This is an optimization exercise on Yosys and OpenROAD, whose aim is small area, not a production implementation.
The RTL was checked by simulation tests, not by an equivalence proof against the original design.
Power and IR drop assume default switching activity.

==> flow/design.v (excerpt) <==
module io_memory_bridge (
    input  logic                             clock,
    input  logic                             reset,
    input  logic [iomem_pkg::ADDR_W-1:0]     wb_adr_i,
    input  logic [3:0]                       wb_sel_i,
    input  logic                             wb_we_i,
    input  logic                             wb_cyc_i,
    input  logic                             wb_stb_i,
    input  logic [iomem_pkg::DATA_W-1:0]     wb_dat_i,
    output logic                             wb_ack_o,
    output logic [iomem_pkg::DATA_W-1:0]     wb_dat_o,
    output logic [iomem_pkg::ADDR_W-1:0]     mem_addr_o,
    output logic [iomem_pkg::DATA_W-1:0]     mem_data_o,
    output logic [iomem_pkg::NUM_BANKS-1:0]  mem_we_o,
    output logic                             mem_gl_en_o,
    input  logic [iomem_pkg::DATA_W-1:0]     mem_rdata_i,
    input  logic [iomem_pkg::HALF_W-1:0]     arq_n_i,
    output logic [iomem_pkg::HALF_W-1:0]     tx_len_o,
    output logic [iomem_pkg::HALF_W-1:0]     total_packets_o
);
    logic        stb;
    logic [31:0] dat;
    logic        hdr_sel;
    logic        len_w;
    logic        n_w;
    logic        gl_sel;
    logic        adr_hi0;
    logic        adr_hdr;
    logic [2:0]  cnt_inc;
    logic [2:0]  cnt;
    logic [13:0] len_words;
    logic [4:0]  bank;
    logic        local_bank;
    logic [15:0] total;
    logic [29:0] offset;
    logic        off_hi;
    logic [31:0] tx_ptr;
    logic        use_sum;
    logic        txf;
    logic [15:0] tx_len;
  ...
For scale: ~120 flip-flops, ~260 I/O pins, roughly 0.011 mm^2 of cells after synthesis.
==> flow/config.mk <==
export PLATFORM = sky130hd
export DESIGN_NAME = io_memory_bridge
export DESIGN_NICKNAME = io_memory_bridge
export VERILOG_FILES = /design/flow/design.v
export SDC_FILE = /design/flow/constraint.sdc
export NUM_CORES = 4
export LEC_CHECK = 0
export CAP_MARGIN = 20
export CORE_MARGIN = 2
export CORE_UTILIZATION = 40
export GPL_TIMING_DRIVEN = 0
export PLACE_DENSITY = 0.8
export SLEW_MARGIN = 20
export SYNTH_HIERARCHICAL = 1
==> flow/constraint.sdc <==
create_clock -name core_clock -period 7.5 [get_ports {clock}]
set_input_delay 1.5000 -clock core_clock [delete_from_list [all_inputs] [get_ports {clock}]]
set_output_delay 1.5000 -clock core_clock [all_outputs]
set_load 0.01 [all_outputs]
standard.sh (not shown) runs the stock make flow with config.mk's settings and CLKGATE_MAP_FILE= SYNTH_SCRIPT=/design/flow/synth_recipe.tcl, a recipe that flattens the netlist after the stock synthesis.
==> flow/flow/run.sh <==
#!/bin/bash
# The standard layout, with the port buffers made from the smallest buffer
# cell and a clock tree without dummy loads. ORFS writes each step's log
# under orfs/logs; make's own output goes to make.log.
set -euo pipefail
bash standard.sh "BUFFER_PORTS_ARGS=-buffer_cell sky130_fd_sc_hd__buf_1" \
    "CTS_ARGS=-sink_clustering_enable -repair_clock_nets -dont_use_dummy_load -root_buf sky130_fd_sc_hd__clkbuf_8 -buf_list sky130_fd_sc_hd__clkbuf_4" \
    finish > make.log 2>&1
The baseline completed without violations.
Change:
Settings changed: GPL_TIMING_DRIVEN 0 to 1.
Outcome: The new run finished clean. Clock-buffer cell count stays the same. Register-to-register slack improves by 0.22 ns. Routed wire length fell by 0.94%. Final area fell by 1.9%. Clock power rose by about 5%. Setup slack improves by 0.12 ns. Die area stays the same.

* * *

Setup of v6:
io_memory_bridge, a different RTL version from the one above (not shown whole).
For scale: ~1200 cells after synthesis, about 120 flip-flops.
// io_memory_bridge
module io_memory_bridge (
    input  logic                             clock,
    input  logic                             reset,
    input  logic [iomem_pkg::ADDR_W-1:0]     wb_adr_i,
    input  logic [3:0]                       wb_sel_i,
    input  logic                             wb_we_i,
    input  logic                             wb_cyc_i,
    input  logic                             wb_stb_i,
    input  logic [iomem_pkg::DATA_W-1:0]     wb_dat_i,
    output logic                             wb_ack_o,
    output logic [iomem_pkg::DATA_W-1:0]     wb_dat_o,
    output logic [iomem_pkg::ADDR_W-1:0]     mem_addr_o,
    output logic [iomem_pkg::DATA_W-1:0]     mem_data_o,
    output logic [iomem_pkg::NUM_BANKS-1:0]  mem_we_o,
    output logic                             mem_gl_en_o,
    input  logic [iomem_pkg::DATA_W-1:0]     mem_rdata_i,
    input  logic [iomem_pkg::HALF_W-1:0]     arq_n_i,
    output logic [iomem_pkg::HALF_W-1:0]     tx_len_o,
    output logic [iomem_pkg::HALF_W-1:0]     total_packets_o
);
    logic        stb;
    logic [31:0] dat;
    logic        hdr_sel;
    logic        len_w;
    logic        n_w;
    logic        gl_sel;
    logic [2:0]  cnt;
    logic [13:0] len_words;
    logic [4:0]  bank;
  ...
clock: 7.5 ns
lec_check: 0
cap_margin: 20
core_margin: 2
core_utilization: 40
gpl_timing_driven: 0
place_density: 0.9
slew_margin: 20
synth_hierarchical: 1
Scripts as last shown in full above: flow/flow/run.sh
#### Input delta (v7 over v6)
- PLACE_DENSITY now 0.8, was 0.9
==> run summary <==
v7 ended up with fa_1 as its library cell contributing the largest single delay on the critical path; v6 ended up with o21ai_4. The half-perimeter wire length after placement in v7 was lower than what v6 gave. Count of non-filler cells in the finished layout: v7 vs v6 — no meaningful difference. v7 ended with less via count of the first global-routing pass than v6. There was hardly any difference in share of the synthesized area in compound gates (AO/OA/AOI/OAI) between v6 and v7. There was hardly any difference in post-route cell area between v6 and v7. Compared to v6, v7 has wire length of the first global-routing pass 2.7% lower. v6 has lower clock skew than v7. Diff v6..v7 | fraction of area in registers | negligible.

==> port drivers added, routing unchanged <==
The results above use ideal ports. As a check the final layouts listed here were re-extracted and re-timed, cells and wires unchanged. Step 1 sets driving cells, clkbuf_16 on the clock port and buf_2 on the other inputs (assumed; they add their load-dependent delay and slew). Step 2 moves the port delays by t, midway between the first and last clock arrival at a register: inputs arrive t later, outputs are due t later. That takes back most of the time a late clock gives input paths. Slacks: ideal / step 1 / step 2; pairs: ideal / step 1.
run | t, ns | slack for setup (ns) | worst setup path after step 2 | clock arrival spread, ns | slew at the worst register clock pin (ns)
the first run of note 1 | 0.451 | 0.297 / 0.272 / -0.055 | input to register | 0.040 / 0.040 | 0.12 / 0.12
the second run of note 1 | 0.457 | 0.418 / 0.378 / 0.087 | input to register | 0.034 / 0.034 | 0.11 / 0.11
v6 | 0.454 | 0.209 / 0.157 / -0.199 | input to register | 0.044 / 0.044 | 0.12 / 0.12
v7 | 0.466 | 0.327 / 0.350 / -0.115 | input to register | 0.043 / 0.043 | 0.12 / 0.12
With both steps, setup timing fails in the first run of note 1, v6 and v7, where it was met with ideal ports. For v7, which loses most, drivers alone change the setup slack by +0.023 ns; drivers and shift together by -0.442 ns.
